What follows belongs to an exercise in optimizing a design on an open flow for small area and a short achievable clock period; a production flow would make more cautious choices.
RTL that was checked went through simulation tests only; none was proved equivalent to the original.
No functional check of the RTL was part of runs 6 and 7.
Power figures rest on the tool's default switching activity, not on a simulated workload.

==> flow/design.v <==
package lsu_pkg;
    localparam int xlen = 32;
    localparam int mask_bits = 4;
    localparam int rob_id_bits = 4;
    localparam int pr_bits = 6;
    typedef enum logic [2:0] {
        load_f3_lb  = 3'b000,
        load_f3_lh  = 3'b001,
        load_f3_lw  = 3'b010,
        load_f3_lbu = 3'b100,
        load_f3_lhu = 3'b101
    } load_funct3_e;
    typedef union packed {
        logic [xlen-1:0]  word;
        logic [3:0][7:0]  bytes;
        logic [1:0][15:0] halves;
    } load_word_u;
endpackage
`timescale 1ns/1ps
module store_buffer #(
    parameter int sq_depth = 8
) (
    input  logic                            clk,
    input  logic                            rst,
    input  logic                            rob_flush,
    input  logic                            lsq_valid,
    input  logic                            lsq_ready,
    input  logic                            lsq_is_load,
    input  logic [lsu_pkg::xlen-1:0]        lsq_addr,
    input  logic [lsu_pkg::mask_bits-1:0]   lsq_mask,
    input  logic [lsu_pkg::xlen-1:0]        lsq_wdata,
    input  lsu_pkg::load_funct3_e           lsq_funct3,
    input  logic [lsu_pkg::rob_id_bits-1:0] lsq_rob_id,
    input  logic [lsu_pkg::pr_bits-1:0]     lsq_pr_dest,
    input  logic [lsu_pkg::rob_id_bits-1:0] rob_head_id,
    output logic                            lsq_dequeue,
    output logic [lsu_pkg::xlen-1:0]        dcache_addr,
    output logic [lsu_pkg::mask_bits-1:0]   dcache_rmask,
    output logic [lsu_pkg::mask_bits-1:0]   dcache_wmask,
    output logic [lsu_pkg::xlen-1:0]        dcache_wdata,
    input  logic [lsu_pkg::xlen-1:0]        dcache_rdata,
    input  logic                            dcache_resp,
    output logic                            cdb_valid,
    output logic [lsu_pkg::rob_id_bits-1:0] cdb_rob_id,
    output logic [lsu_pkg::pr_bits-1:0]     cdb_pr_dest,
    output logic [lsu_pkg::xlen-1:0]        cdb_result,
    output logic                            store_done
);
    localparam int ptr_bits = $clog2(sq_depth);
    localparam int aw       = lsu_pkg::xlen - 2;
    logic [sq_depth-1:0][aw-1:0] q_addr;
    logic [sq_depth-1:0][3:0]    q_mask;
    logic [sq_depth-1:0][31:0]   q_data;
    logic [sq_depth-1:0][3:0]    q_live;
    logic [sq_depth-1:0]         q_valid;
    logic [ptr_bits-1:0]         head_q;
    logic [ptr_bits-1:0]         tail_q;
    logic busy;         
    logic busy_load;    
    logic stale;        
    logic sq_full, sq_nonempty;
    assign sq_full     = &q_valid;
    assign sq_nonempty = |q_valid;
    logic head_ok, is_store, store_accept, load_head;
    assign head_ok      = lsq_valid && lsq_ready;
    assign is_store     = head_ok && !lsq_is_load;
    assign load_head    = head_ok && lsq_is_load;
    assign store_accept = is_store && (lsq_rob_id == rob_head_id) && !sq_full;
    logic [sq_depth-1:0]      match;
    logic [sq_depth-1:0][3:0] hit;
    logic [3:0]               any_hit;
    logic [31:0]              fwd_data;
    logic                     fwd_full;
    logic [sq_depth-1:0][31:0] hit_data;
    for (genvar i = 0; i < sq_depth; i++) begin : g_match
        assign match[i] = (q_addr[i] == lsq_addr[lsu_pkg::xlen-1:2]);
        assign hit[i]   = q_live[i] & {4{match[i] & q_valid[i]}};
        for (genvar b = 0; b < 4; b++) begin : g_byte
            assign hit_data[i][8*b +: 8] = q_data[i][8*b +: 8] & {8{hit[i][b]}};
        end
    end
    always_comb begin
        any_hit  = '0;
        fwd_data = '0;
        for (int i = 0; i < sq_depth; i++) begin
            any_hit  = any_hit | hit[i];
            fwd_data = fwd_data | hit_data[i];
        end
    end
    assign fwd_full = &(any_hit | ~lsq_mask);
    logic load_req, issue_load, issue_store, resp_ok;
    assign load_req    = load_head && !fwd_full;
    assign issue_load  = !busy && load_req;
    assign issue_store = !busy && !load_req && sq_nonempty;
    assign resp_ok     = busy && dcache_resp && !stale;
    logic sq_pop;
    assign sq_pop = resp_ok && !busy_load;
    always_ff @(posedge clk) begin
        if (rst) begin
            busy <= 1'b0;
        end else if (!busy) begin
            busy <= issue_load || issue_store;
        end else if (dcache_resp) begin
            busy <= 1'b0;
        end
    end
    always_ff @(posedge clk) begin
        if (!busy) busy_load <= load_req;
    end
    always_ff @(posedge clk) begin
        if (rst) begin
            stale <= 1'b0;
        end else if (rob_flush) begin
            stale <= 1'b1;
        end else if (dcache_resp) begin
            stale <= 1'b0;
        end
    end
    logic [aw-1:0] head_addr;
    logic [3:0]    head_mask;
    logic [31:0]   head_data;
    always_comb begin
        head_addr = '0;
        head_mask = '0;
        head_data = '0;
        for (int i = 0; i < sq_depth; i++) begin
            if (head_q == ptr_bits'(i)) begin
                head_addr = head_addr | q_addr[i];
                head_mask = head_mask | q_mask[i];
                head_data = head_data | q_data[i];
            end
        end
    end
    assign dcache_addr  = {(load_req ? lsq_addr[lsu_pkg::xlen-1:2] : head_addr), 2'b00};
    assign dcache_rmask = issue_load  ? lsq_mask  : 4'b0000;
    assign dcache_wmask = issue_store ? head_mask : 4'b0000;
    assign dcache_wdata = head_data;
    always_ff @(posedge clk) begin
        if (rst) begin
            head_q  <= '0;
            tail_q  <= '0;
            q_valid <= '0;
        end else begin
            if (store_accept) begin
                tail_q          <= tail_q + 1'b1;
                q_valid[tail_q] <= 1'b1;
            end
            if (sq_pop) begin
                head_q          <= head_q + 1'b1;
                q_valid[head_q] <= 1'b0;
            end
        end
    end
    always_ff @(posedge clk) begin
        for (int i = 0; i < sq_depth; i++) begin
            if (tail_q == ptr_bits'(i) && !q_valid[i]) begin
                q_addr[i] <= lsq_addr[lsu_pkg::xlen-1:2];
                q_mask[i] <= lsq_mask;
                q_data[i] <= lsq_wdata;
            end
        end
    end
    always_ff @(posedge clk) begin
        for (int i = 0; i < sq_depth; i++) begin
            if (store_accept && tail_q == ptr_bits'(i)) begin
                q_live[i] <= lsq_mask;
            end else if (store_accept && match[i]) begin
                q_live[i] <= q_live[i] & ~lsq_mask;
            end
        end
    end
    logic [31:0] merged;
    always_comb begin
        for (int b = 0; b < 4; b++)
            merged[8*b +: 8] = any_hit[b] ? fwd_data[8*b +: 8] : dcache_rdata[8*b +: 8];
    end
    logic is_word, is_half, sign_ext;
    logic [1:0] lo_sel;
    logic [7:0] lo_byte, hi_byte;
    assign is_word  = lsq_funct3[1];
    assign is_half  = !lsq_funct3[1] && lsq_funct3[0];
    assign sign_ext = !lsq_funct3[2];
    assign lo_sel   = is_word ? 2'b00 : (is_half ? {lsq_addr[1], 1'b0} : lsq_addr[1:0]);
    assign lo_byte  = merged[8*lo_sel +: 8];
    assign hi_byte  = lsq_addr[1] ? merged[31:24] : merged[15:8];
    logic ext_bit;
    assign ext_bit = sign_ext && (is_half ? hi_byte[7] : lo_byte[7]);
    assign cdb_result[7:0]   = lo_byte;
    assign cdb_result[15:8]  = is_word ? merged[15:8]  : (is_half ? hi_byte : {8{ext_bit}});
    assign cdb_result[31:16] = is_word ? merged[31:16] : {16{ext_bit}};
    assign cdb_valid   = (load_head && fwd_full) || (resp_ok && busy_load);
    assign cdb_rob_id  = lsq_rob_id;
    assign cdb_pr_dest = lsq_pr_dest;
    assign store_done  = store_accept;
    assign lsq_dequeue = store_accept || cdb_valid;
endmodule
==> flow/run.sh <==
#!/bin/bash
# synth_recipe.tcl (not shown) runs the flow's synth.tcl, then flattens the netlist and writes it again
# the make line also repeats each setting of config.mk as NAME=value (left out here)
make -C /OpenROAD-flow-scripts/flow DESIGN_CONFIG=/design/flow/config.mk WORK_HOME=/design/flow/orfs CLKGATE_MAP_FILE= SYNTH_SCRIPT=/design/flow/synth_recipe.tcl finish
==> flow/config.mk <==
export PLATFORM = sky130hd
export DESIGN_NAME = store_buffer
export DESIGN_NICKNAME = store_buffer
export VERILOG_FILES = /design/flow/design.v
export SDC_FILE = /design/flow/constraint.sdc
export NUM_CORES = 4
export LEC_CHECK = 0
export CAP_MARGIN = 20
export CORE_MARGIN = 2
export CORE_UTILIZATION = 35
export PLACE_DENSITY = 0.5
export SETUP_SLACK_MARGIN = 0.2
export SLEW_MARGIN = 20
==> flow/constraint.sdc <==
create_clock -name core_clock -period 10.0 [get_ports {clk}]
set_input_delay 2.0000 -clock core_clock [delete_from_list [all_inputs] [get_ports {clk}]]
set_output_delay 2.0000 -clock core_clock [all_outputs]
set_load 0.01 [all_outputs]
==> run_results.csv, run 1 <==
group,metric,value,unit
floorplanning,start_util,35.35,%
setup_path,r2r-start,"q_addr[127]$_DFFE_PP_",
global_route,antenna_found_initial,2,
place,dpl_cell_area,31870,um2
final_layout,nets,2541,
global_route,grt.total_usage,26.36,%
global_route,grt_max_degree,55,
floorplanning,die_area,83660,um2
pwr,p_leak,0.01089,uW
setup_path,crit_chain,"clkdlybuf4s50_1, xnor2_1, nand4_1, nor4_1, buf_4, and3_1, a32o_1, a2111oi_0, buf_4, o21ai_0, nand4_4, o221ai_1, clkdlybuf4s50_1",
setup_path,rr_endpoint,"busy_load$_DFFE_PN_",
clock_network,insertion_delay,0.62,ns
setup_path,path_depth,13,
setup_path,crit_path_max_incr_delay,0.83,ns
setup_path,worstSetupEndpoint,"cdb_result[26]",
synthesis,seq_area_frac_synth,60.28,%
setup_path,crit_required,8.00,ns
synthesis,ys.warnings.count,1,
synthesis,yosysTopAreaCellShare,59.16,%
sta,fin_crit,9.491,ns
floorplanning,die_x,289.2,um
clock_network,htree_levels,3,
clock_network,post_cts_buffers,0,
setup_path,worst-setup-path-type,"in -> out",
global_route,overflow,0,
synthesis,ys_dominant_reg_cell,"edfxtp_1",
place,hpwlAfterDp,74.67,mm
clock_network,cts_tree,"done",
route,post_drt_wl_per_cell,31.93,um
route,drc_errors,0,
setup_path,reg2reg_depth,10,
setup_path,cp-end-kind,"output pin",
final_layout,drive_above_1_share,12.04,%
setup_path,cp_slowest_cell,"clkdlybuf4s50_1",
sta,rsz0062_at_grt,"no",
synthesis,ys_ff_latch,577,
synthesis,syn_area_per_cell,12.96,um2
sta,max_freq,105.4,MHz
clock_network,path_clk_slew,0.06,ns
route,drt-total-wl,112.1,mm
route,drtIter0Drc,2500,
route,dr.pass1.iters,6,
clock_network,cts-root-buf,"clkbuf_16",
clock_network,clk_path_buf_depth,3,
clock_network,cts_buffers,67,
pwr,max-vdd-ir-drop,0.1387,mV
route,vias_per_cell,6.074,
floorplanning,core-area,80550,um2
place,gp_congestion,0.9450,
route,ant_nets,0,
setup_path,worstPathBufferInverterCount,4,
sta,setup_viol,0,
sta,worstMarginPinSlew,1.133,ns
sta,slew_violations,0,
sta,hold_viol,0,
global_route,grt_pass1_wl,157.1,mm
clock_network,postCtsResizedCells,0,
floorplanning,io_pins,241,
setup_path,crit_fanout,25,
synthesis,synth_edf_count,561,
setup_path,cpLargestDelayFamily,"simple AND/OR/NAND/NOR gates",
synthesis,synth_top_cell_by_area,"edfxtp_1",
clock_network,clock-sinks,577,
final_layout,area_delta_synth_final,19.91,%
global_route,grt_pass1_vias,21285,
route,route.vias.total,21333,
final_layout,stdcell_area,34150,um2
job,max_cap_violations,0,
clock_network,cts_hold_buf,0,
setup_path,critPathArrivalTime,7.49,ns
final_layout,mostFrequentLayoutCell,"edfxtp_1",
sta,slew_headroom,24.45,%
synthesis,synthArstFlopShare,0,%
setup_path,ff2ff_setup_slack,5.92,ns
synthesis,synthTopCellsByArea,"edfxtp_1, xnor2_1, a22oi_1",
setup_path,crit_start,"lsq_addr[25]",
floorplanning,die_h,289.2,um
floorplanning,fp-row-count,104,
synthesis,synth_cell_type_count,71,
final_layout,mostFrequentLayoutCells,"edfxtp_1, clkdlybuf4s50_1, xnor2_1, a22oi_1, nand2_1",
sta,setup_tns,0,ns
setup_path,start_kind,"input port",
synthesis,syn_inst,2198,
pwr,powerDensity,167.4,nW/um2
sta,fin_skew,0.02288,ns
synthesis,netlist_area,28480,um2
place,io_buffers,226,
run_status,status,"no timing/DRC/antenna violations",
hold_path,hold_class,"reg -> reg",
sta,timing.final.crit_share,94.91,%
==> power breakdown <==
group / internal [uW] / switching, uW
Combinational: 234 / 278
Sequential: 2680 / 17.3
Clock: 1480 / 1030
==> cell families after synthesis <==
logic type      share of synthesized area, %
mux                                    4.262
flops                                  60.28
simple gates                           10.92
xor+xnor                               7.566
other cells                          0.01317
fa+ha+maj                             0.8788
buf+inv                                3.524
compound gates                         12.55
==> synth_stat cells (35+ instances only) <==
cell / count
nand4_1: 114
nand3_1: 79
nor2_1: 58
o21ai_0: 38
a221oi_1: 50
a22o_1: 48
buf_4: 39
xnor2_1: 214
inv_1: 37
a22oi_1: 170
edfxtp_1: 561
clkbuf_1: 95
nor3_1: 35
mux2_2: 66
nand2_1: 170
==> area by class of cell <==
type	count	area, um2
clock inverter	39	469.2
timing repair buffer	298	2855
fill	7412	46400
antenna	1	2.502
tap	1060	1326
multi-input combinational	1416	10410
sequential	577	17170
inverter	37	138.9
clock buffer	84	1772
==> worst min-delay path by stage <==
stage	slack (ns)	depth (start not counted)	to	start
2_1_floorplan	0.46	2	stale$_SDFFE_PP0P_	stale$_SDFFE_PP0P_
3_3_place_gp	0.51	2	stale$_SDFFE_PP0P_	stale$_SDFFE_PP0P_
3_5_place_dp	0.53	2	stale$_SDFFE_PP0P_	stale$_SDFFE_PP0P_
4_1_cts	0.54	2	stale$_SDFFE_PP0P_	stale$_SDFFE_PP0P_
5_1_grt	0.56	2	stale$_SDFFE_PP0P_	stale$_SDFFE_PP0P_
6_report	0.54	2	stale$_SDFFE_PP0P_	stale$_SDFFE_PP0P_
==> tightest hold or removal path, cell delays in order, from the launching register on <==
cell and delay (ns):
dfxtp_1 0.33, a21oi_1 0.12, nor2_1 0.05
==> flip-flops by register name, summed over array words and instances (netlist names), 3 cells and up <==
| register | count |
|---|---|
| q_data | 256 |
| q_valid | 8 |
| tail_q | 3 |
| q_mask | 32 |
| q_live | 32 |
| head_q | 3 |
| q_addr | 240 |
==> per-stage QoR <==
| step | cells | hold slack, ns | setup WS (ns) | utilization [%] | power (uW) |
|---|---|---|---|---|---|
| after global placement | 3386 | 0.5102 | 0.6485 | 39.54 | 3254 |
| after CTS | 3510 | 0.5405 | 0.6910 | 42.35 | 5748 |
| after global routing | 3512 | 0.5603 | 0.4971 | 42.39 | 5872 |
| after detailed placement | 3387 | 0.5316 | 0.7038 | 39.57 | 3254 |
| final | 3512 | 0.5417 | 0.5089 | 42.39 | 5715 |
| after floorplan | 2199 | 0.4647 | 3.458 | - | 2993 |
==> routing by layer <==
| metal | up-vias | track usage, % | part of all wire (%) | wire length [um] |
|---|---|---|---|---|
| met5 | - | 0 | 0.0089 | 10 |
| met2 | 1133 | 43.57 | 48 | 54280 |
| met4 | 2 | 9.626 | 3.6 | 3998 |
| met1 | 10878 | 34.75 | 41 | 45530 |
| met3 | 228 | 4.543 | 7.4 | 8323 |
| li1 | 9092 | - | - | - |
==> inputs of run 2 (changes only) <==
--- a/flow/config.mk
+++ b/flow/config.mk
@@ -9,5 +9,5 @@
 export CORE_MARGIN = 2
 export CORE_UTILIZATION = 35
 export PLACE_DENSITY = 0.5
-export SETUP_SLACK_MARGIN = 0.2
+export SETUP_SLACK_MARGIN = 3
 export SLEW_MARGIN = 20
==> run_results.csv, run 2 <==
group,metric,value,unit
run_status,status,"no timing/DRC/antenna violations",
route,route.vias.total,22243,
final_layout,drive_above_1_share,29.06,%
pwr,power_frac_clock,43.3,%
global_route,grt_pass1_wl,163.1,mm
final_layout,largest-register,"q_data",
clock_network,path_clk_slew,0.06,ns
setup_path,crit_required,8.00,ns
sta,hold_viol,0,
global_route,antenna_found_initial,4,
sta,setup_tns,0,ns
sta,worstMarginPinSlew,1.158,ns
final_layout,final_util,46.50,%
setup_path,start_kind,"input port",
synthesis,synth_cell_type_count,71,
floorplanning,core-area,80550,um2
final_layout,nets,2719,
route,drc_errors,0,
route,post_drt_wl_per_cell,31.59,um
floorplanning,die_x,289.2,um
floorplanning,die_area,83660,um2
sta,slew_violations,0,
pwr,p_leak,0.01276,uW
synthesis,ys_dominant_reg_cell,"edfxtp_1",
route,vias_per_cell,6.028,
pwr,switching_share,23.54,%
sta,fin_crit,7.291,ns
synthesis,synthArstFlopShare,0,%
final_layout,area_delta_synth_final,31.54,%
synthesis,synth.most_common_cell,"edfxtp_1",
setup_path,crit_start,"lsq_addr[31]",
setup_path,crit_fanout,7,
clock_network,clock-sinks,577,
pwr,max-vdd-ir-drop,0.1397,mV
clock_network,insertion_delay,0.63,ns
hold_path,min-delay-start,"stale$_SDFFE_PP0P_",
synthesis,netlist_area,28480,um2
place,io_buffers,226,
setup_path,r2r-start,"q_addr[127]$_DFFE_PP_",
setup_path,cp-end-kind,"output pin",
sta,fin_skew,0.02345,ns
final_layout,multi_input_area,12000,um2
clock_network,cts_tree,"done",
floorplanning,die_h,289.2,um
pwr,p_seq_share,46.4,%
pwr,powerDensity,155.2,nW/um2
synthesis,seq_area_frac_synth,60.28,%
synthesis,syn_area_per_cell,12.96,um2
floorplanning,io_pins,241,
sta,rsz0062_at_grt,"yes",
route,drtIter0Drc,2474,
job,max_cap_violations,0,
final_layout,seq_area,17170,um2
place,hpwlAfterDp,74.67,mm
synthesis,synth_common_cells,"edfxtp_1, xnor2_1, a22oi_1, nand2_1, nand4_1",
global_route,grt_pass1_vias,22183,
setup_path,critPathArrivalTime,5.29,ns
synthesis,synth_edf_count,561,
synthesis,synthTopCellsByArea,"edfxtp_1, xnor2_1, a22oi_1",
route,ant_nets,0,
synthesis,synth_top_cell_by_area,"edfxtp_1",
place,gp_congestion,0.9450,
synthesis,syn_inst,2198,
route,drt-total-wl,116.6,mm
floorplanning,start_util,35.35,%
clock_network,cts-root-buf,"clkbuf_16",
sta,setup_viol,0,
final_layout,largest_registers,"q_data x256, q_addr x240",
hold_path,hold_depth,2,
global_route,grt_max_degree,55,
setup_path,worst-setup-path-type,"in -> out",
synthesis,ys_ff_latch,577,
global_route,grt.total_usage,27.33,%
pwr,p_int,4444,uW
sta,timing.final.crit_share,72.91,%
clock_network,cts_buffers,67,
clock_network,cts_hold_buf,0,
setup_path,reg2reg_depth,15,
floorplanning,fp-row-count,104,
synthesis,ys.warnings.count,1,
final_layout,fillerInstances,7142,
pwr,power_switching,1368,uW
final_layout,mostFrequentLayoutCells,"edfxtp_1, buf_4, a22oi_1, nand2_1, xnor2_1",
clock_network,htree_levels,3,
final_layout,mostFrequentLayoutCell,"edfxtp_1",
pwr,combPwrFrac,10.4,%
sta,slew_headroom,22.78,%
sta,max_freq,137.2,MHz
route,dr.pass1.iters,6,
final_layout,largest_register_ffs,256,
global_route,overflow,0,
hold_path,hold_class,"reg -> reg",
synthesis,yosysTopAreaCellShare,59.16,%
clock_network,clk_path_buf_depth,3,
## run 2: critical path: stages
cell	delay, ns
buf_12	0.11
buf_8	0.13
buf_6	0.12
xnor2_2	0.13
nand4_1	0.21
nor4_4	0.08
buf_4	0.14
and3_4	0.16
a2111o_1	0.32
buf_6	0.13
buf_6	0.10
or4b_4	0.54
nand4_1	0.15
buf_4	0.14
buf_6	0.09
nand4_4	0.19
buf_6	0.19
o221ai_2	0.16
buf_2	0.17
## run 2: final timing paths
check                                      endpoint  slack (ns)
worst max register to register  busy_load$_DFFE_PN_        6.67
worst min-delay path             stale$_SDFFE_PP0P_        0.54
worst max-delay path                 cdb_result[30]        2.71
worst min register to register   stale$_SDFFE_PP0P_        0.54
## run 2: power by group through the flow
stage | clock network, uW | logic (uW) | registers, uW
6_report | 2510 | 603 | 2690
2_1_floorplan | 0 | 254 | 2740
4_1_cts | 2540 | 569 | 2690
3_3_place_gp | 0 | 511 | 2740
3_5_place_dp | 0 | 511 | 2740
5_1_grt | 2640 | 635 | 2700
## run 2: repair_timing
| item | CTS | global route |
|---|---|---|
| gates resized for setup | 674 | 188 |
| cloned | 7 | 2 |
| buffers inserted | 110 | 59 |
| endpoints found under the setup margin | 72 | 72 |
| pin swaps | 81 | 47 |
## run 2: area by class of cell
cell class	count	area share, %
Timing Repair Buffer	474	12.23
Clock buffer	84	4.730
Antenna cell	1	0.006680
Inverter	37	0.3808
Multi-Input combinational cell	1418	32.02
Clock inverter	39	1.253
Sequential cell	577	45.84
Tap cell	1060	3.541
## run 2: cell families after synthesis
| kind of cell | share of synthesized area, % |
|---|---|
| DFF | 60.28 |
| buffers and inverters | 3.524 |
| adders and majority gates | 0.8788 |
| AOI/OAI and AO/OA | 12.55 |
| other | 0.01317 |
| muxes | 4.262 |
| xor gates and xnor gates | 7.566 |
| and+or+nand+nor | 10.92 |
## run 2: per-layer routing
layer | vias up | global-route usage, % | wire length [um]
li1 | 9442 | - | -
met1 | 11376 | 35.68 | 46170
met2 | 1163 | 45.27 | 56540
met3 | 258 | 4.669 | 8975
met4 | 4 | 10.82 | 4830
met5 | - | 0 | 48
## run 2: metrics by stage
stage	worst slack [ns]	hold WS (ns)	total power [uW]	instances	area, um2
2_1_floorplan	3.458	0.4647	2993	2199	28480
3_3_place_gp	0.6485	0.5102	3254	3386	31850
3_5_place_dp	0.7038	0.5316	3254	3387	31870
4_1_cts	2.627	0.5405	5804	3627	36340
5_1_grt	2.655	0.5628	5967	3690	37460
6_report	2.709	0.5428	5812	3690	37460
==> inputs of run 3 (changes only) <==
--- a/flow/config.mk
+++ b/flow/config.mk
@@ -9,5 +9,5 @@
 export CORE_MARGIN = 2
 export CORE_UTILIZATION = 35
 export PLACE_DENSITY = 0.5
-export SETUP_SLACK_MARGIN = 3
+export SETUP_SLACK_MARGIN = 5
 export SLEW_MARGIN = 20
==> run_results.csv, run 3 <==
group,metric,value,unit
synthesis,yosysTopAreaCellShare,59.16,%
setup_path,cp_slowest_cell,"nor4_4",
floorplanning,fp-row-count,104,
route,wl_met1,46.08,mm
place,hpwlAfterDp,71.61,mm
sta,worstMarginPinSlew,1.238,ns
synthesis,synthArstFlopShare,0,%
final_layout,mostFrequentLayoutCells,"edfxtp_1, a22oi_1, nand2_1, buf_4, xnor2_1",
global_route,grt_pass1_wl,161.5,mm
route,wl_met2,54.59,mm
synthesis,synth_top_cell_by_area,"edfxtp_1",
clock_network,htree_levels,3,
sta,setup_tns,0,ns
route,post_drt_wl_per_cell,31.35,um
synthesis,ys_dominant_reg_cell,"edfxtp_1",
pwr,max-vdd-ir-drop,0.1070,mV
final_layout,final-instance-count-excl-fill,3683,
synthesis,seq_area_frac_synth,60.28,%
route,ant_nets,0,
sta,setup_viol,0,
final_layout,largest_registers,"q_data x256, q_addr x240",
sta,rsz0062_at_grt,"yes",
sta,max_freq,142.2,MHz
sta,fin_skew,0.02072,ns
pwr,p_leak,0.01300,uW
route,route.vias.total,22242,
sta,timing.final.crit_share,70.34,%
place,io_buffers,226,
setup_path,crit_required,8.00,ns
synthesis,synth_cell_type_count,71,
clock_network,cts_tree,"done",
sta,setup_slack,2.966,ns
route,dr.pass1.iters,8,
synthesis,ys.warnings.count,1,
global_route,grt_max_degree,49,
hold_path,hold_class,"reg -> reg",
route,met3RoutedLength,10.15,mm
final_layout,nets,2715,
synthesis,synth_common_cells,"edfxtp_1, xnor2_1, a22oi_1, nand2_1, nand4_1",
synthesis,ys_ff_latch,577,
synthesis,synth_edf_count,561,
final_layout,largest_register_ffs,256,
route,drt-total-wl,115.5,mm
floorplanning,die_x,289.2,um
setup_path,crit_chain,"buf_12, buf_12, buf_6, xnor2_2, nand4_1, buf_6, nor4_4, and3_4, a2111o_1, or2_4, o2bb2ai_4, o21bai_4, buf_6, buf_12, buf_16, mux2_4, buf_6",
sta,hold_viol,0,
synthesis,netlist_area,28480,um2
setup_path,cpLargestDelayFamily,"buffers and inverters",
clock_network,insertion_delay,0.61,ns
setup_path,crit_fanout,8,
place,dpl_cell_area,32060,um2
final_layout,final_util,47.03,%
synthesis,synthTopCellsByArea,"edfxtp_1, xnor2_1, a22oi_1",
place,gp_congestion,0.9121,
final_layout,mostFrequentLayoutCell,"edfxtp_1",
global_route,antenna_found_initial,2,
sta,slew_violations,0,
setup_path,critPathMostFrequentCell,"buf_6",
floorplanning,start_util,35.35,%
job,max_cap_violations,0,
global_route,grt_pass1_vias,22204,
floorplanning,io_pins,241,
clock_network,clock-sinks,577,
setup_path,cp-end-kind,"output pin",
sta,slew_headroom,17.45,%
global_route,grt.total_usage,27.09,%
setup_path,start_kind,"input port",
final_layout,fillerInstances,7080,
floorplanning,die_area,83660,um2
synthesis,syn_area_per_cell,12.96,um2
sta,fin_crit,7.034,ns
synthesis,syn_inst,2198,
floorplanning,die_h,289.2,um
route,top_layer,"met5",
clock_network,cts-root-buf,"clkbuf_16",
setup_path,critPathArrivalTime,5.03,ns
route,vias_per_cell,6.039,
floorplanning,core-area,80550,um2
clock_network,clk_path_buf_depth,3,
pwr,powerDensity,153.6,nW/um2
final_layout,multi_input_area,12270,um2
final_layout,largest-register,"q_data",
final_layout,stdcell_area,37890,um2
final_layout,drive_above_1_share,30.09,%
route,drtIter0Drc,2377,
route,drc_errors,0,
place,pre_cts_slack,0.3611,ns
setup_path,worst-setup-path-type,"in -> out",
final_layout,seq_area,17180,um2
run_status,status,"no timing/DRC/antenna violations",
global_route,overflow,0,
setup_path,worstPathBufferInverterCount,8,
clock_network,path_clk_slew,0.05,ns
place,dp_cells,3373,
final_layout,area_delta_synth_final,33.04,%
clock_network,cts_buffers,67,
synthesis,synth.most_common_cell,"edfxtp_1",
setup_path,crit_path_max_incr_delay,0.37,ns
-- run 3: cell counts after synthesis --
No cell type changed its count.
-- run 3: cell type report --
class	instances	share of cell area, %
Inverter	37	0.4161
Tap cell	1060	3.501
Antenna cell	1	0.006605
Sequential cell	577	45.33
Multi-Input combinational cell	1422	32.38
Timing Repair Buffer	466	12.47
Clock inverter	31	0.9941
Clock buffer	89	4.894
-- run 3: timing repair --
| item | in CTS | in global routing |
|---|---|---|
| cloned | 12 | 2 |
| setup buffers | 159 | 16 |
| hold endpoints to repair | 0 | 0 |
| resized for setup | 906 | 48 |
| setup endpoints to repair | 111 | 83 |
| hold buffers | 0 | 0 |
| pin swaps | 129 | 32 |
-- run 3: worst paths after layout --
check / startpoint / endpoint / slack, ns / cells past startpoint
min reg2reg: stale$_SDFFE_PP0P_ / stale$_SDFFE_PP0P_ / 0.54 / 2
max reg2reg: q_addr[95]$_DFFE_PP_ / busy$_SDFF_PP0_ / 6.74 / 14
min: stale$_SDFFE_PP0P_ / stale$_SDFFE_PP0P_ / 0.54 / 2
max: lsq_addr[28] / dcache_addr[30] / 2.97 / 17
-- run 3: layer usage --
metal  up-vias  GRT usage [%]
li1       9425              -
met1     11347          35.30
met2      1216          44.63
met3       252          5.567
met4         2          9.845
met5         -              0
-- run 3: through the flow --
| step | power, uW | hold slack (ns) |
|---|---|---|
| 3_5_place_dp | 3259 | 0.5224 |
| 5_1_grt | 5974 | 0.5675 |
| 2_1_floorplan | 3009 | 0.4647 |
| 4_1_cts | 5836 | 0.5357 |
| 6_report | 5820 | 0.5394 |
| 3_3_place_gp | 3258 | 0.5106 |
-- run 3: cells by family after synthesis --
kind of cell | count (synthesis) | share of synthesized area, %
xor+xnor | 246 | 7.566
flops | 577 | 60.28
buf+inv | 206 | 3.524
compound gates | 459 | 12.55
other cells | 1 | 0.01317
mux | 98 | 4.262
fa+ha+maj | 20 | 0.8788
simple gates | 591 | 10.92
-- run 3: worst reg2reg max path: stages, from the launching register on --
cell and delay [ns]:
edfxtp_1 0.49, xnor2_4 0.18, and4_4 0.22, and4_1 0.20, and3_4 0.18, buf_6 0.12, or4_4 0.48, or2_4 0.29
o2bb2ai_4 0.16, o21bai_4 0.14, buf_12 0.16, buf_6 0.11, buf_8 0.13, buf_4 0.13, a221oi_2 0.19
-- run 3: report_power, final --
group | internal (uW) | switching, uW | total, uW
Combinational | 285 | 318 | 604
Clock | 1530 | 989 | 2520
Sequential | 2680 | 17.0 | 2690
==> inputs of run 4 (changes only) <==
--- a/flow/config.mk
+++ b/flow/config.mk
@@ -8,6 +8,7 @@
 export CAP_MARGIN = 20
 export CORE_MARGIN = 2
 export CORE_UTILIZATION = 35
+export CTS_BUF_LIST = sky130_fd_sc_hd__clkbuf_4 sky130_fd_sc_hd__clkbuf_8
 export PLACE_DENSITY = 0.5
 export SETUP_SLACK_MARGIN = 5
 export SLEW_MARGIN = 20
==> run_results.csv, run 4 <==
group,metric,value,unit
run_status,status,"no timing/DRC/antenna violations",
final_layout,area_delta_synth_final,33.79,%
clock_network,insertion_delay,0.73,ns
synthesis,syn_inst,2198,
floorplanning,fp-row-count,104,
sta,max_freq,142.8,MHz
final_layout,drive_above_1_share,33.37,%
route,dr.pass1.iters,9,
clock_network,cts_buffers,99,
place,gp_congestion,0.9121,
global_route,grt.total_usage,27.62,%
setup_path,crit_start,"lsq_addr[28]",
route,ant_nets,0,
final_layout,final-instance-count-excl-fill,3777,
setup_path,worstSetupEndpoint,"dcache_addr[20]",
final_layout,fillerInstances,7145,
sta,worstMarginPinSlew,1.048,ns
synthesis,seq_area_frac_synth,60.28,%
route,post_drt_wl_per_cell,31.43,um
job,max_cap_violations,0,
synthesis,ys_dominant_reg_cell,"edfxtp_1",
route,drtIter0Drc,2392,
global_route,grt_max_degree,49,
sta,slew_headroom,30.14,%
global_route,grt_pass1_wl,164.3,mm
final_layout,largest-register,"q_data",
pwr,p_leak,0.01320,uW
pwr,powerDensity,144.1,nW/um2
floorplanning,start_util,35.35,%
hold_path,hold_depth,2,
route,drt-total-wl,118.7,mm
sta,setup_tns,0,ns
synthesis,syn_area_per_cell,12.96,um2
clock_network,htree_levels,3,
final_layout,mostFrequentLayoutCells,"edfxtp_1, buf_4, a22oi_1, nand2_1, xnor2_1",
synthesis,synth_edf_count,561,
global_route,overflow,0,
clock_network,cts-root-buf,"clkbuf_8",
sta,slew_violations,0,
sta,hold_viol,0,
place,dpl_cell_area,32060,um2
clock_network,clk_path_buf_depth,3,
route,vias_per_cell,6.016,
pwr,max-vdd-ir-drop,0.1078,mV
setup_path,crit_fanout,7,
place,io_buffers,226,
clock_network,cts_hold_buf,0,
route,drc_errors,0,
place,hpwlAfterDp,71.61,mm
global_route,antenna_found_initial,3,
synthesis,yosysTopAreaCellShare,59.16,%
floorplanning,die_area,83660,um2
setup_path,reg2reg_depth,15,
pwr,p_total,5491,uW
final_layout,mostFrequentLayoutCell,"edfxtp_1",
setup_path,r2r-start,"q_addr[15]$_DFFE_PP_",
setup_path,ff2ff_setup_slack,6.73,ns
synthesis,synth_top_cell_by_area,"edfxtp_1",
floorplanning,io_pins,241,
synthesis,netlist_area,28480,um2
route,route.vias.total,22724,
synthesis,synth.most_common_cell,"edfxtp_1",
sta,rsz0062_at_grt,"yes",
sta,fin_crit,7.001,ns
hold_path,hold_class,"reg -> reg",
setup_path,critPathArrivalTime,5.00,ns
synthesis,synth_common_cells,"edfxtp_1, xnor2_1, a22oi_1, nand2_1, nand4_1",
sta,timing.final.crit_share,70.01,%
setup_path,cp-end-kind,"output pin",
setup_path,start_kind,"input port",
synthesis,ys.warnings.count,1,
final_layout,largest_registers,"q_data x256, q_addr x240",
final_layout,stdcell_area,38100,um2
global_route,grt_pass1_vias,22510,
sta,fin_skew,0.03321,ns
clock_network,cts_tree,"done",
final_layout,nets,2780,
setup_path,rr_endpoint,"busy$_SDFF_PP0_",
clock_network,clock-sinks,577,
synthesis,synthTopCellsByArea,"edfxtp_1, xnor2_1, a22oi_1",
synthesis,synth_cell_type_count,71,
setup_path,crit_required,8.00,ns
synthesis,synthArstFlopShare,0,%
place,dp_cells,3373,
setup_path,worst-setup-path-type,"in -> out",
floorplanning,core-area,80550,um2
final_layout,largest_register_ffs,256,
clock_network,path_clk_slew,0.05,ns
floorplanning,die_h,289.2,um
sta,setup_viol,0,
floorplanning,die_x,289.2,um
synthesis,ys_ff_latch,577,
run 4: kinds of logic (layout without fill, tap and decap cells):
| group | Yosys count | count (layout) | share of synthesized area [%] |
|---|---|---|---|
| AOI/OAI and AO/OA | 459 | 459 | 12.55 |
| other | 1 | 4 | 0.01317 |
| muxes | 98 | 98 | 4.262 |
| DFF | 577 | 577 | 60.28 |
| buffers and inverters | 206 | 716 | 3.524 |
| adders and majority gates | 20 | 20 | 0.8788 |
| and+or+nand+nor | 591 | 597 | 10.92 |
| xor gates and xnor gates | 246 | 246 | 7.566 |
run 4: how the worst min path moves through the flow:
stage	from	end
floorplan	stale$_SDFFE_PP0P_	stale$_SDFFE_PP0P_
global placement	stale$_SDFFE_PP0P_	stale$_SDFFE_PP0P_
detailed placement	stale$_SDFFE_PP0P_	stale$_SDFFE_PP0P_
CTS	stale$_SDFFE_PP0P_	stale$_SDFFE_PP0P_
global route	stale$_SDFFE_PP0P_	stale$_SDFFE_PP0P_
finish	stale$_SDFFE_PP0P_	stale$_SDFFE_PP0P_
run 4: worst max-delay path, cell delays in order:
cell	delay, ns
buf_12	0.09
buf_12	0.14
xor2_4	0.17
nor4_4	0.04
buf_4	0.16
and4_4	0.20
and3_4	0.19
or4_4	0.54
or2_4	0.27
o2bb2ai_4	0.17
o21bai_4	0.09
buf_12	0.16
buf_12	0.15
buf_16	0.15
mux2_4	0.29
buf_2	0.14
run 4: repair_timing:
item	4_1_cts	5_1_grt
hold endpoints to repair	0	0
endpoints found under the setup margin	111	94
setup buffers	173	28
pin swaps	119	56
gates resized for setup	822	155
gates cloned	14	7
run 4: where the power goes:
part | internal [uW] | switching [uW]
registers | 2680 | 18.1
clock network | 1180 | 1000
logic | 290 | 325
run 4: stage by stage:
stage,hold slack [ns],setup WS [ns],util (%)
6_report,0.5414,2.999,47.30
5_1_grt,0.5685,2.943,47.30
4_1_cts,0.5364,2.971,46.28
3_5_place_dp,0.5224,0.3611,39.80
3_3_place_gp,0.5106,0.4235,39.80
2_1_floorplan,0.4647,3.530,-
run 4: final cells by class:
cell class / count / area, um2 / area share, %
inverters: 37 / 163.9 / 0.4302
clock inverters: 48 / 349.1 / 0.9163
diodes: 2 / 5.005 / 0.01314
well taps: 1060 / 1326 / 3.481
clock buffers: 132 / 1623 / 4.260
multi-input cells: 1422 / 12360 / 32.44
flip-flops and latches: 577 / 17180 / 45.09
repair buffers: 499 / 5092 / 13.37
run 4: per-layer routing:
| metal | wire length [um] | vias up | track usage [%] |
|---|---|---|---|
| met5 | 65 | - | 0 |
| met4 | 4647 | 4 | 10.32 |
| met3 | 10660 | 278 | 5.693 |
| met2 | 56090 | 1326 | 45.33 |
| met1 | 47250 | 11523 | 36.04 |
| li1 | - | 9593 | - |
==> inputs of run 5 (changes only) <==
--- a/flow/config.mk
+++ b/flow/config.mk
@@ -8,7 +8,9 @@
 export CAP_MARGIN = 20
 export CORE_MARGIN = 2
 export CORE_UTILIZATION = 35
-export CTS_BUF_LIST = sky130_fd_sc_hd__clkbuf_4 sky130_fd_sc_hd__clkbuf_8
+export CTS_BUF_LIST = sky130_fd_sc_hd__clkbuf_16
+export CTS_CLUSTER_DIAMETER = 100
+export CTS_CLUSTER_SIZE = 30
 export PLACE_DENSITY = 0.5
 export SETUP_SLACK_MARGIN = 5
 export SLEW_MARGIN = 20
==> run_results.csv, run 5 <==
group,metric,value,unit
final_layout,mostFrequentLayoutCell,"edfxtp_1",
sta,fin_skew,0.02930,ns
clock_network,htree_levels,1,
final_layout,mostFrequentLayoutCells,"edfxtp_1, buf_4, a22oi_1, nand2_1, xnor2_1",
clock_network,cts_tree,"done",
setup_path,crit_path_max_incr_delay,0.52,ns
synthesis,synth_top_cell_by_area,"edfxtp_1",
sta,timing.final.crit_share,69.66,%
clock_network,clk_path_buf_depth,3,
final_layout,nets,2712,
floorplanning,die_h,289.2,um
synthesis,syn_area_per_cell,12.96,um2
global_route,gr-usage-met3,4.803,%
global_route,antenna_found_initial,5,
final_layout,final_util,46.19,%
synthesis,syn_inst,2198,
synthesis,synth_cell_type_count,71,
setup_path,crit_chain,"buf_12, xnor2_2, nand4_1, buf_6, buf_6, nor2_1, buf_4, and3_4, or4_4, or2_4, o2bb2ai_4, o21bai_4, buf_12, buf_8, buf_16, mux2_4, buf_6",
final_layout,multi_input_area,12490,um2
clock_network,cts_buffers,26,
route,dr.pass1.iters,6,
synthesis,synth_edf_count,561,
setup_path,cp-end-kind,"output pin",
synthesis,synth.most_common_cell,"edfxtp_1",
global_route,overflow,0,
sta,setup_viol,0,
global_route,grt_max_degree,49,
final_layout,area_delta_synth_final,30.65,%
pwr,max-vdd-ir-drop,0.1175,mV
final_layout,seq_area,17180,um2
synthesis,ys_ff_latch,577,
floorplanning,die_x,289.2,um
route,drtIter0Drc,2434,
sta,setup_tns,0,ns
clock_network,clock-sinks,577,
global_route,met2_usage,44.71,%
route,ant_nets,0,
place,dpl_cell_area,32060,um2
sta,hold_ws,0.5454,ns
global_route,grt_pass1_vias,21663,
floorplanning,die_area,83660,um2
route,route.vias.total,22146,
run_status,status,"no timing/DRC/antenna violations",
clock_network,insertion_delay,0.64,ns
floorplanning,start_util,35.35,%
final_layout,drive_above_1_share,30.91,%
sta,worstMarginPinSlew,1.161,ns
setup_path,worstPathBufferInverterCount,8,
setup_path,cp_slowest_cell,"or4_4",
route,vias_per_cell,6.077,
setup_path,cpLargestDelayFamily,"simple AND/OR/NAND/NOR gates",
sta,max_freq,143.6,MHz
synthesis,synth_common_cells,"edfxtp_1, xnor2_1, a22oi_1, nand2_1, nand4_1",
place,gp_congestion,0.9121,
pwr,powerDensity,125.3,nW/um2
sta,hold_viol,0,
synthesis,yosysTopAreaCellShare,59.16,%
route,post_drt_wl_per_cell,31.75,um
final_layout,largest-register,"q_data",
final_layout,fillerInstances,7108,
setup_path,worst-setup-path-type,"in -> out",
synthesis,synthTopCellsByArea,"edfxtp_1, xnor2_1, a22oi_1",
global_route,met1_usage,35.35,%
synthesis,seq_area_frac_synth,60.28,%
global_route,grt.total_usage,26.85,%
synthesis,ys.warnings.count,1,
route,drt-total-wl,115.7,mm
place,dp_cells,3373,
synthesis,netlist_area,28480,um2
pwr,p_leak,0.01271,uW
floorplanning,fp-row-count,104,
floorplanning,io_pins,241,
setup_path,crit_required,8.00,ns
job,max_cap_violations,0,
global_route,grt-busiest-layer,"met2",
final_layout,stdcell_area,37200,um2
place,io_buffers,226,
setup_path,ff2ff_setup_slack,6.62,ns
final_layout,final-instance-count-excl-fill,3644,
sta,rsz0062_at_grt,"yes",
place,hpwlAfterDp,71.61,mm
setup_path,crit_fanout,17,
setup_path,critPathMostFrequentCell,"buf_6",
clock_network,cts-root-buf,"clkbuf_16",
sta,slew_violations,0,
setup_path,start_kind,"input port",
final_layout,largest_register_ffs,256,
final_layout,largest_registers,"q_data x256, q_addr x240",
synthesis,synthArstFlopShare,0,%
clock_network,path_clk_slew,0.10,ns
route,drc_errors,0,
setup_path,critPathArrivalTime,4.97,ns
sta,fin_crit,6.966,ns
hold_path,hold_class,"reg -> reg",
global_route,grt_pass1_wl,160.4,mm
synthesis,ys_dominant_reg_cell,"edfxtp_1",
sta,slew_headroom,22.60,%
floorplanning,core-area,80550,um2
run 5: cell types whose count changed in the layout (fill, tap and decap cells not counted), sizes merged:
cell           change
clkdlybuf4s15      -2
and2               -1
buf               +23
clkbuf           -124
inv                +7
bufinv             -4
clkinv            -33
clkdlybuf4s50      +5
dlymetal6s2s       -2
clkinvlp           -2
run 5: worst paths after layout:
| kind | startpoint | to | cells after the start |
|---|---|---|---|
| setup / recovery | lsq_addr[27] | dcache_addr[11] | 17 |
| hold / removal | stale$_SDFFE_PP0P_ | stale$_SDFFE_PP0P_ | 2 |
| setup reg to reg | q_addr[28]$_DFFE_PP_ | busy$_SDFF_PP0_ | 16 |
| hold reg to reg | stale$_SDFFE_PP0P_ | stale$_SDFFE_PP0P_ | 2 |
run 5: final cells by class:
cell class              instances  area share, %
well taps                    1060          3.565
flip-flops and latches        577          46.16
diodes                          2        0.01345
clock buffers                  26          1.749
repair buffers                505          13.99
clock inverters                16         0.5179
inverters                      37         0.4237
multi-input cells            1421          33.57
run 5: cells by family (layout without fill, tap and decap cells):
family	after synthesis	in the layout	synth area share, %
AOI/OAI and AO/OA	459	459	12.55
other	1	4	0.01317
muxes	98	98	4.262
adders and majority gates	20	20	0.8788
buffers and inverters	206	584	3.524
and+or+nand+nor	591	596	10.92
xor gates and xnor gates	246	246	7.566
DFF	577	577	60.28
run 5: worst reg2reg max path, cell delays in order (launching register included):
cell and delay, ns:
edfxtp_1 0.50, xnor2_4 0.19, nand4_1 0.18, buf_6 0.16, nor2_1 0.05, buf_4 0.14, and3_4 0.17, or4_4 0.52
or2_4 0.29, o2bb2ai_4 0.17, o21bai_4 0.08, buf_12 0.16, buf_6 0.12, buf_8 0.11, buf_8 0.13, buf_4 0.13
a221oi_2 0.19
run 5: what timing repair did:
item                                    CTS  global route
buffers inserted                        170            42
resized for setup                       856           161
gates cloned                             12             3
hold buffers                              0             0
pin swaps                               119            49
endpoints found under the setup margin  111            83
run 5: per-stage QoR:
| step | total power, uW | worst slack, ns |
|---|---|---|
| 2_1_floorplan | 3009 | 3.530 |
| 3_3_place_gp | 3258 | 0.4235 |
| 3_5_place_dp | 3259 | 0.3611 |
| 4_1_cts | 4640 | 3.035 |
| 5_1_grt | 4787 | 2.975 |
| 6_report | 4660 | 3.034 |
run 5: power by group:
| group | switching, uW | leakage [uW] | total, uW | internal (uW) |
|---|---|---|---|---|
| clock | 817 | 0.000415 | 1350 | 531 |
| combinational | 324 | 0.00701 | 622 | 299 |
| sequential | 18.5 | 0.00528 | 2690 | 2670 |
run 5: per-layer routing:
metal  part of all wire (%)  wire (um)  up-vias
met5                  0.026         30        -
met4                    3.8       4340        4
met3                    8.6       9912      221
met2                     48      55190     1186
met1                     40      46210    11349
li1                       -          -     9386
==> inputs of run 6 (changes only) <==
--- a/flow/design.v
+++ b/flow/design.v
@@ -46,21 +46,20 @@
     output logic [lsu_pkg::xlen-1:0]        cdb_result,
     output logic                            store_done
 );
-    localparam int ptr_bits = $clog2(sq_depth);
     localparam int aw       = lsu_pkg::xlen - 2;
     logic [sq_depth-1:0][aw-1:0] q_addr;
     logic [sq_depth-1:0][3:0]    q_mask;
     logic [sq_depth-1:0][31:0]   q_data;
     logic [sq_depth-1:0][3:0]    q_live;
-    logic [sq_depth-1:0]         q_valid;
-    logic [ptr_bits-1:0]         head_q;
-    logic [ptr_bits-1:0]         tail_q;
+    logic [sq_depth-1:0]         q_valid;    
+    logic [sq_depth-1:0]         head_oh;    
     logic busy;         
     logic busy_load;    
     logic stale;        
     logic sq_full, sq_nonempty;
-    assign sq_full     = &q_valid;
-    assign sq_nonempty = |q_valid;
+    assign sq_full     = q_valid[sq_depth-1];
+    assign sq_nonempty = q_valid[0];
+    assign head_oh     = q_valid & ~(q_valid >> 1);
     logic head_ok, is_store, store_accept, load_head;
     assign head_ok      = lsq_valid && lsq_ready;
     assign is_store     = head_ok && !lsq_is_load;
@@ -124,7 +123,7 @@
         head_mask = '0;
         head_data = '0;
         for (int i = 0; i < sq_depth; i++) begin
-            if (head_q == ptr_bits'(i)) begin
+            if (head_oh[i]) begin
                 head_addr = head_addr | q_addr[i];
                 head_mask = head_mask | q_mask[i];
                 head_data = head_data | q_data[i];
@@ -137,35 +136,26 @@
     assign dcache_wdata = head_data;
     always_ff @(posedge clk) begin
         if (rst) begin
-            head_q  <= '0;
-            tail_q  <= '0;
             q_valid <= '0;
         end else begin
-            if (store_accept) begin
-                tail_q          <= tail_q + 1'b1;
-                q_valid[tail_q] <= 1'b1;
-            end
-            if (sq_pop) begin
-                head_q          <= head_q + 1'b1;
-                q_valid[head_q] <= 1'b0;
-            end
+            case ({store_accept, sq_pop})
+                2'b10:   q_valid <= {q_valid[sq_depth-2:0], 1'b1};
+                2'b01:   q_valid <= q_valid >> 1;
+                default: q_valid <= q_valid;
+            endcase
         end
     end
     always_ff @(posedge clk) begin
-        for (int i = 0; i < sq_depth; i++) begin
-            if (tail_q == ptr_bits'(i) && !q_valid[i]) begin
-                q_addr[i] <= lsq_addr[lsu_pkg::xlen-1:2];
-                q_mask[i] <= lsq_mask;
-                q_data[i] <= lsq_wdata;
-            end
-        end
-    end
-    always_ff @(posedge clk) begin
-        for (int i = 0; i < sq_depth; i++) begin
-            if (store_accept && tail_q == ptr_bits'(i)) begin
-                q_live[i] <= lsq_mask;
-            end else if (store_accept && match[i]) begin
-                q_live[i] <= q_live[i] & ~lsq_mask;
+        if (store_accept) begin
+            q_addr[0] <= lsq_addr[lsu_pkg::xlen-1:2];
+            q_mask[0] <= lsq_mask;
+            q_data[0] <= lsq_wdata;
+            q_live[0] <= lsq_mask;
+            for (int i = 1; i < sq_depth; i++) begin
+                q_addr[i] <= q_addr[i-1];
+                q_mask[i] <= q_mask[i-1];
+                q_data[i] <= q_data[i-1];
+                q_live[i] <= match[i-1] ? (q_live[i-1] & ~lsq_mask) : q_live[i-1];
             end
         end
     end
--- a/flow/config.mk
+++ b/flow/config.mk
@@ -8,9 +8,6 @@
 export CAP_MARGIN = 20
 export CORE_MARGIN = 2
 export CORE_UTILIZATION = 35
-export CTS_BUF_LIST = sky130_fd_sc_hd__clkbuf_16
-export CTS_CLUSTER_DIAMETER = 100
-export CTS_CLUSTER_SIZE = 30
 export PLACE_DENSITY = 0.5
 export SETUP_SLACK_MARGIN = 5
 export SLEW_MARGIN = 20
==> run_results.csv, run 6 <==
group,metric,value,unit
pwr,powerDensity,145.7,nW/um2
final_layout,drive_above_1_share,33.52,%
global_route,met2_usage,38.42,%
sta,slew_violations,0,
sta,rsz0062_at_grt,"yes",
place,dpl_cell_area,31150,um2
sta,slew_headroom,28.02,%
pwr,p_total,5425,uW
clock_network,clock-sinks,567,
synthesis,yosys.area_share.simple,8.286,%
sta,fin_crit,7.285,ns
sta,timing.final.crit_share,72.85,%
synthesis,synth_xor_area_share,8.014,%
setup_path,start_kind,"input port",
floorplanning,io_pins,241,
clock_network,path_clk_slew,0.06,ns
pwr,p_leak,0.01257,uW
route,drtIter0Drc,2195,
clock_network,cts_buffers,66,
setup_path,cp-end-kind,"output pin",
floorplanning,die_area,78410,um2
floorplanning,die_h,280.0,um
global_route,grt_pass1_vias,19867,
global_route,gr-usage-met3,3.647,%
synthesis,synth_top_cell_by_area,"edfxtp_1",
pwr,power_frac_clock,43.3,%
synthesis,synthArstFlopShare,0,%
global_route,antenna_found_initial,1,
place,io_buffers,226,
synthesis,ys_ff_latch,567,
setup_path,cp_slowest_cell,"or3_4",
synthesis,synth_adder_area_share,0.04692,%
hold_path,min-delay-start,"q_mask[23]$_DFFE_PP_",
setup_path,crit_path_max_incr_delay,0.49,ns
final_layout,largest_registers,"q_data x256, q_addr x240, q_live x32",
synthesis,ys_dominant_reg_cell,"edfxtp_1",
setup_path,crit_fanout,8,
pwr,max-vdd-ir-drop,0.07544,mV
route,dr.pass1.iters,8,
final_layout,mostFrequentLayoutCells,"edfxtp_1, xor2_1, buf_4, a221oi_1, a22o_1",
sta,setup_viol,0,
pwr,switching_share,23.08,%
route,ant_nets,0,
setup_path,crit_start,"lsq_addr[30]",
synthesis,synthTopCellsByArea,"edfxtp_1, xor2_1, a221oi_1",
global_route,grt_max_degree,83,
synthesis,synth_common_cells,"edfxtp_1, xor2_1, a221oi_1",
synthesis,seq_area_frac_synth,63.47,%
synthesis,synthMuxAreaShare,0.4410,%
sta,max_freq,137.3,MHz
setup_path,crit_required,8.00,ns
setup_path,critPathArrivalTime,5.28,ns
route,drc_errors,0,
clock_network,insertion_delay,0.60,ns
route,post_drt_wl_per_cell,29.22,um
pwr,power_switching,1252,uW
synthesis,synth_edf_count,557,
global_route,overflow,0,
clock_network,clk_path_buf_depth,3,
floorplanning,core-area,75700,um2
job,max_cap_violations,0,
sta,hold_viol,0,
global_route,grt_pass1_wl,139.2,mm
place,hpwlAfterDp,59.77,mm
clock_network,cts_tree,"done",
route,route.vias.total,19874,
clock_network,cts-root-buf,"clkbuf_16",
final_layout,largest_register_ffs,256,
final_layout,mostFrequentLayoutCell,"edfxtp_1",
synthesis,yosysTopAreaCellShare,62.72,%
final_layout,nets,2419,
setup_path,critPathMostFrequentCell,"buf_12",
clock_network,htree_levels,3,
global_route,grt.total_usage,24.23,%
sta,fin_skew,0.01825,ns
global_route,met1_usage,34.15,%
setup_path,r2r-start,"q_valid[7]$_SDFFE_PP0P_",
synthesis,ys.warnings.count,1,
final_layout,stdcell_area,37230,um2
final_layout,largest-register,"q_data",
floorplanning,fp-row-count,101,
pwr,p_int,4173,uW
global_route,grt-busiest-layer,"met2",
synthesis,synth_cell_type_count,70,
route,drt-total-wl,96.96,mm
setup_path,worst-setup-path-type,"in -> out",
synthesis,synth.most_common_cell,"edfxtp_1",
route,vias_per_cell,5.990,
pwr,p_seq_share,47.8,%
hold_path,hold_class,"reg -> reg",
sta,worstMarginPinSlew,1.080,ns
synthesis,syn_inst,1882,
setup_path,crit_chain,"buf_8, buf_12, xnor2_2, nand4_1, or3_4, nor4_4, buf_6, or4_4, nor4b_4, buf_4, a22o_4, o21ai_4, buf_12, buf_12, buf_12, nor2_4, a31oi_4, buf_2",
synthesis,synth_compound_area_share,16.44,%
final_layout,final_util,49.18,%
run_status,status,"no timing/DRC/antenna violations",
place,gp_congestion,0.8341,
floorplanning,die_x,280.0,um
synthesis,synth_top_family_by_area,"compound AO/OA/AOI/OAI gates",
final_layout,area_delta_synth_final,39.60,%
pwr,combPwrFrac,8.8,%
synthesis,syn_area_per_cell,14.17,um2
floorplanning,start_util,35.23,%
synthesis,netlist_area,26670,um2
## run 6: changes by cell type after synthesis, moves of 31 or more
cell,previous run,this run
xnor2_1,214,24
a22o_1,48,131
a22oi_1,170,117
nand4_1,114,30
a32oi_1,32,1
mux2_2,66,6
nand3_1,79,45
xor2_1,32,220
nor4_2,0,42
nand2_1,170,34
a221oi_1,50,133
## run 6: area by class of cell
class | instances | area, um2
clock buffers | 85 | 1787
repair buffers | 471 | 4954
fillers | 6448 | 38470
diodes | 1 | 2.502
inverters | 41 | 153.9
multi-input cells | 1147 | 11930
clock inverters | 28 | 237.7
flip-flops and latches | 567 | 16940
well taps | 978 | 1224
## run 6: per-stage QoR
step,worst slack (ns),cells,TNS (ns),hold slack (ns)
2_1_floorplan,-12.76,1883,-5898.66,0.4268
3_3_place_gp,0.5516,3021,0,0.4312
3_5_place_dp,0.5442,3021,0,0.4350
4_1_cts,2.809,3287,0,0.4490
5_1_grt,2.705,3318,0,0.4604
6_report,2.715,3318,0,0.4497
## run 6: cells by family after synthesis
| group | after synthesis |
|---|---|
| flops | 567 |
| buf+inv | 174 |
| other cells | 1 |
| fa+ha+maj | 1 |
| mux | 11 |
| xor+xnor | 244 |
| compound gates | 550 |
| simple gates | 334 |
## run 6: power by group through the flow
stage                     Sequential [uW]  Clock [uW]  Combinational, uW
final                                2590        2350                480
after global routing                 2590        2490                506
after floorplan                      2650           0                223
after global placement               2640           0                393
after CTS                            2590        2400                455
after detailed placement             2640           0                393
## run 6: worst max-delay path: cells and delay by family
family | cells | cell delay [ns]
AND/OR/NAND/NOR | 6 | 1.34
AO/OA/AOI/OAI | 3 | 0.62
XOR/XNOR | 1 | 0.12
buffers and inverters | 8 | 1.17
## run 6: what timing repair did
item | 4_1_cts | 5_1_grt
endpoints found under the hold margin | 0 | 0
pin swaps | 99 | 22
gates resized for setup | 801 | 141
setup endpoints to repair | 241 | 147
setup buffers | 139 | 27
cloned | 14 | 3
hold buffers | 0 | 0
## run 6: metal layers
metal / routed length [um] / vias to the layer above / share of wire [%]
met2: 45790 / 986 / 47
met3: 6966 / 145 / 7.2
met4: 2895 / 0 / 3.0
met5: 0 / - / 0
met1: 41300 / 10303 / 43
li1: - / 8440 / -
## run 6: worst paths after layout
path | to | slack (ns) | depth (start not counted)
hold reg to reg | q_mask[27]$_DFFE_PP_ | 0.45 | 0
setup / recovery | dcache_addr[28] | 2.72 | 18
hold / removal | q_mask[27]$_DFFE_PP_ | 0.45 | 0
setup reg to reg | q_addr[131]$_DFFE_PP_ | 6.21 | 10
==> inputs of run 7 (changes only) <==
--- a/flow/config.mk
+++ b/flow/config.mk
@@ -8,6 +8,9 @@
 export CAP_MARGIN = 20
 export CORE_MARGIN = 2
 export CORE_UTILIZATION = 35
+export CTS_BUF_LIST = sky130_fd_sc_hd__clkbuf_16
+export CTS_CLUSTER_DIAMETER = 100
+export CTS_CLUSTER_SIZE = 30
 export PLACE_DENSITY = 0.5
 export SETUP_SLACK_MARGIN = 5
 export SLEW_MARGIN = 20
==> run_results.csv, run 7 <==
group,metric,value,unit
setup_path,rr_endpoint,"q_addr[235]$_DFFE_PP_",
floorplanning,die_x,280.0,um
final_layout,fillerInstances,6582,
setup_path,worst-setup-path-type,"in -> out",
global_route,grt_max_degree,83,
place,gp_congestion,0.8341,
hold_path,hold_class,"reg -> reg",
synthesis,syn_inst,1882,
synthesis,synth_common_cells,"edfxtp_1, xor2_1, a221oi_1",
clock_network,cts-root-buf,"clkbuf_16",
place,dpl_cell_area,31150,um2
setup_path,worstSetupEndpoint,"dcache_addr[16]",
final_layout,drive_above_1_share,32.54,%
pwr,combPwrFrac,10.4,%
place,hpwlAfterDp,59.77,mm
job,max_cap_violations,0,
final_layout,final-instance-count-excl-fill,3247,
floorplanning,fp-row-count,101,
setup_path,start_kind,"input port",
global_route,grt.total_usage,23.62,%
sta,fin_skew,0.02307,ns
pwr,power_frac_clock,32.4,%
clock_network,cts_hold_buf,0,
synthesis,yosysTopAreaCellShare,62.72,%
synthesis,synth_cell_type_count,70,
pwr,power_switching,1130,uW
sta,worstMarginPinSlew,1.059,ns
final_layout,area_delta_synth_final,34.63,%
floorplanning,die_area,78410,um2
setup_path,r2r-start,"q_valid[7]$_SDFFE_PP0P_",
run_status,status,"no timing/DRC/antenna violations",
synthesis,ys_dominant_reg_cell,"edfxtp_1",
global_route,overflow,0,
final_layout,nets,2373,
synthesis,netlist_area,26670,um2
route,drc_errors,0,
floorplanning,io_pins,241,
synthesis,ys_ff_latch,567,
sta,slew_violations,0,
global_route,grt_pass1_wl,137.0,mm
setup_path,cp-end-kind,"output pin",
synthesis,ys.warnings.count,1,
synthesis,synth_edf_count,557,
global_route,antenna_found_initial,2,
pwr,p_int,3400,uW
sta,slew_headroom,29.39,%
floorplanning,core-area,75700,um2
final_layout,final_util,47.43,%
pwr,powerDensity,126.2,nW/um2
floorplanning,die_h,280.0,um
synthesis,syn_area_per_cell,14.17,um2
sta,timing.final.crit_share,72.55,%
clock_network,cts_tree,"done",
final_layout,stdcell_area,35900,um2
clock_network,cts_buffers,28,
pwr,max-vdd-ir-drop,0.1325,mV
pwr,switching_share,24.94,%
place,io_buffers,226,
route,vias_per_cell,6.043,
clock_network,clk_path_buf_depth,3,
synthesis,synthArstFlopShare,0,%
clock_network,htree_levels,1,
sta,max_freq,137.8,MHz
place,pre_cts_slack,0.5442,ns
setup_path,crit_required,8.00,ns
synthesis,synthTopCellsByArea,"edfxtp_1, xor2_1, a221oi_1",
sta,setup_viol,0,
final_layout,mostFrequentLayoutCells,"edfxtp_1, xor2_1, a221oi_1, buf_4, a22o_1",
setup_path,reg2reg_depth,9,
floorplanning,start_util,35.23,%
synthesis,synth.most_common_cell,"edfxtp_1",
setup_path,crit_fanout,10,
place,dp_cells,3021,
synthesis,synth_top_cell_by_area,"edfxtp_1",
setup_path,ff2ff_setup_slack,6.10,ns
final_layout,largest_register_ffs,256,
final_layout,largest_registers,"q_data x256, q_addr x240, q_live x32",
clock_network,clock-sinks,567,
route,post_drt_wl_per_cell,29.35,um
pwr,p_seq_share,57.2,%
route,dr.pass1.iters,5,
sta,setup_slack,2.745,ns
sta,hold_viol,0,
clock_network,insertion_delay,0.63,ns
synthesis,seq_area_frac_synth,63.47,%
sta,rsz0062_at_grt,"yes",
global_route,grt_pass1_vias,19455,
setup_path,critPathArrivalTime,5.25,ns
final_layout,largest-register,"q_data",
sta,fin_crit,7.255,ns
route,route.vias.total,19622,
clock_network,path_clk_slew,0.11,ns
route,drt-total-wl,95.31,mm
final_layout,mostFrequentLayoutCell,"edfxtp_1",
route,drtIter0Drc,2078,
route,ant_nets,0,
setup_path,crit_start,"lsq_addr[5]",
pwr,p_leak,0.01200,uW
## run 7: cell counts after synthesis
No cell type changed its count.
## run 7: layout make-up
type | count | area (um2) | area share, %
antenna | 1 | 2.502 | 0.006970
timing repair buffer | 463 | 4787 | 13.33
clock inverter | 21 | 256.5 | 0.7145
multi-input combinational | 1147 | 11810 | 32.89
clock buffer | 29 | 725.7 | 2.021
inverter | 41 | 153.9 | 0.4287
sequential | 567 | 16940 | 47.20
tap | 978 | 1224 | 3.408
## run 7: what timing repair did
action / in CTS / in global routing
buffers inserted: 127 / 31
gates resized for setup: 809 / 108
setup endpoints to repair: 239 / 145
gates cloned: 17 / 0
pin swaps: 105 / 32
## run 7: cells by family (layout without fill, tap and decap cells)
family / Yosys count / count (layout) / share of synthesized area (%)
mux: 11 / 11 / 0.4410
compound gates: 550 / 550 / 16.44
other cells: 1 / 3 / 0.01406
buf+inv: 174 / 554 / 3.284
flops: 567 / 567 / 63.47
fa+ha+maj: 1 / 1 / 0.04691
xor+xnor: 244 / 244 / 8.014
simple gates: 334 / 339 / 8.286
## run 7: per-layer routing
layer	wire length (um)	vias to the layer above	global-route usage, %
met3	6579	111	2.573
met2	45620	921	38.40
li1	-	8332	-
met1	41050	10256	33.97
met5	13	-	0
met4	2041	2	5.553
## run 7: worst min-delay path by stage
stage	from	end	slack, ns	cells past startpoint
after floorplan	q_mask[20]$_DFFE_PP_	q_mask[24]$_DFFE_PP_	0.43	0
after global placement	q_mask[5]$_DFFE_PP_	q_mask[9]$_DFFE_PP_	0.43	0
after detailed placement	q_mask[23]$_DFFE_PP_	q_mask[27]$_DFFE_PP_	0.44	0
after CTS	q_mask[15]$_DFFE_PP_	q_mask[19]$_DFFE_PP_	0.46	0
after global routing	q_mask[23]$_DFFE_PP_	q_mask[27]$_DFFE_PP_	0.47	0
final	q_mask[15]$_DFFE_PP_	q_mask[19]$_DFFE_PP_	0.47	0
## run 7: power groups by stage
stage	sequential [uW]	clock [uW]	combinational (uW)
after floorplan	2650	0	223
after global placement	2640	0	393
after detailed placement	2640	0	393
after CTS	2590	1500	454
after global routing	2590	1580	496
final	2590	1470	470
## run 7: worst max-delay path, cell delays in order
cell     delay, ns
buf_6         0.15
xor2_1        0.20
nor4_4        0.45
nand4_4       0.22
nor4_4        0.43
buf_6         0.15
or4_4         0.12
nor4b_4       0.04
buf_4         0.15
a22o_4        0.23
o21ai_4       0.20
buf_4         0.15
buf_12        0.10
buf_16        0.13
buf_12        0.13
nor2_4        0.04
a31oi_4       0.21
buf_6         0.14
## run 7: metrics by stage
step	TNS, ns	power (uW)	hold slack (ns)
after floorplan	-5898.66	2873	0.4268
after global placement	0	3037	0.4312
after detailed placement	0	3037	0.4350
after CTS	0	4547	0.4598
after global routing	0	4663	0.4737
final	0	4530	0.4651

static timing again, ports no longer ideal:
The results above use ideal ports. As a check the final layouts listed here were re-extracted and re-timed, cells and wires unchanged. Step 1: set_driving_cell puts a clkbuf_16 on clk and a buf_2 on each other input, an assumption about the parent block. Step 2 times the ports against the registers' clock, not the clock port: input delays grow and output delays shrink by t, the midpoint of the rising clock arrivals with the driver on. Three values: no drivers, after step 1, after step 2; two values: the first two.
run | t, ns | setup slack, ns | worst setup path after step 2 | clock arrival spread, ns
run 1 | 0.682 | 0.509 / 0.485 / 0.485 | input to output | 0.028 / 0.028
run 2 | 0.689 | 2.709 / 2.664 / 2.664 | input to output | 0.025 / 0.025
run 3 | 0.667 | 2.966 / 2.907 / 2.907 | input to output | 0.026 / 0.027
run 4 | 0.764 | 2.999 / 2.912 / 2.912 | input to output | 0.047 / 0.047
run 5 | 0.689 | 3.034 / 2.961 / 2.961 | input to output | 0.033 / 0.033
run 6 | 0.649 | 2.715 / 2.673 / 2.673 | input to output | 0.026 / 0.027
run 7 | 0.680 | 2.745 / 2.707 / 2.707 | input to output | 0.026 / 0.026
After both steps every run listed still meets setup and hold. The setup slack of run 4, which loses most, moves by -0.087 ns with the drivers and by -0.087 ns with both steps.
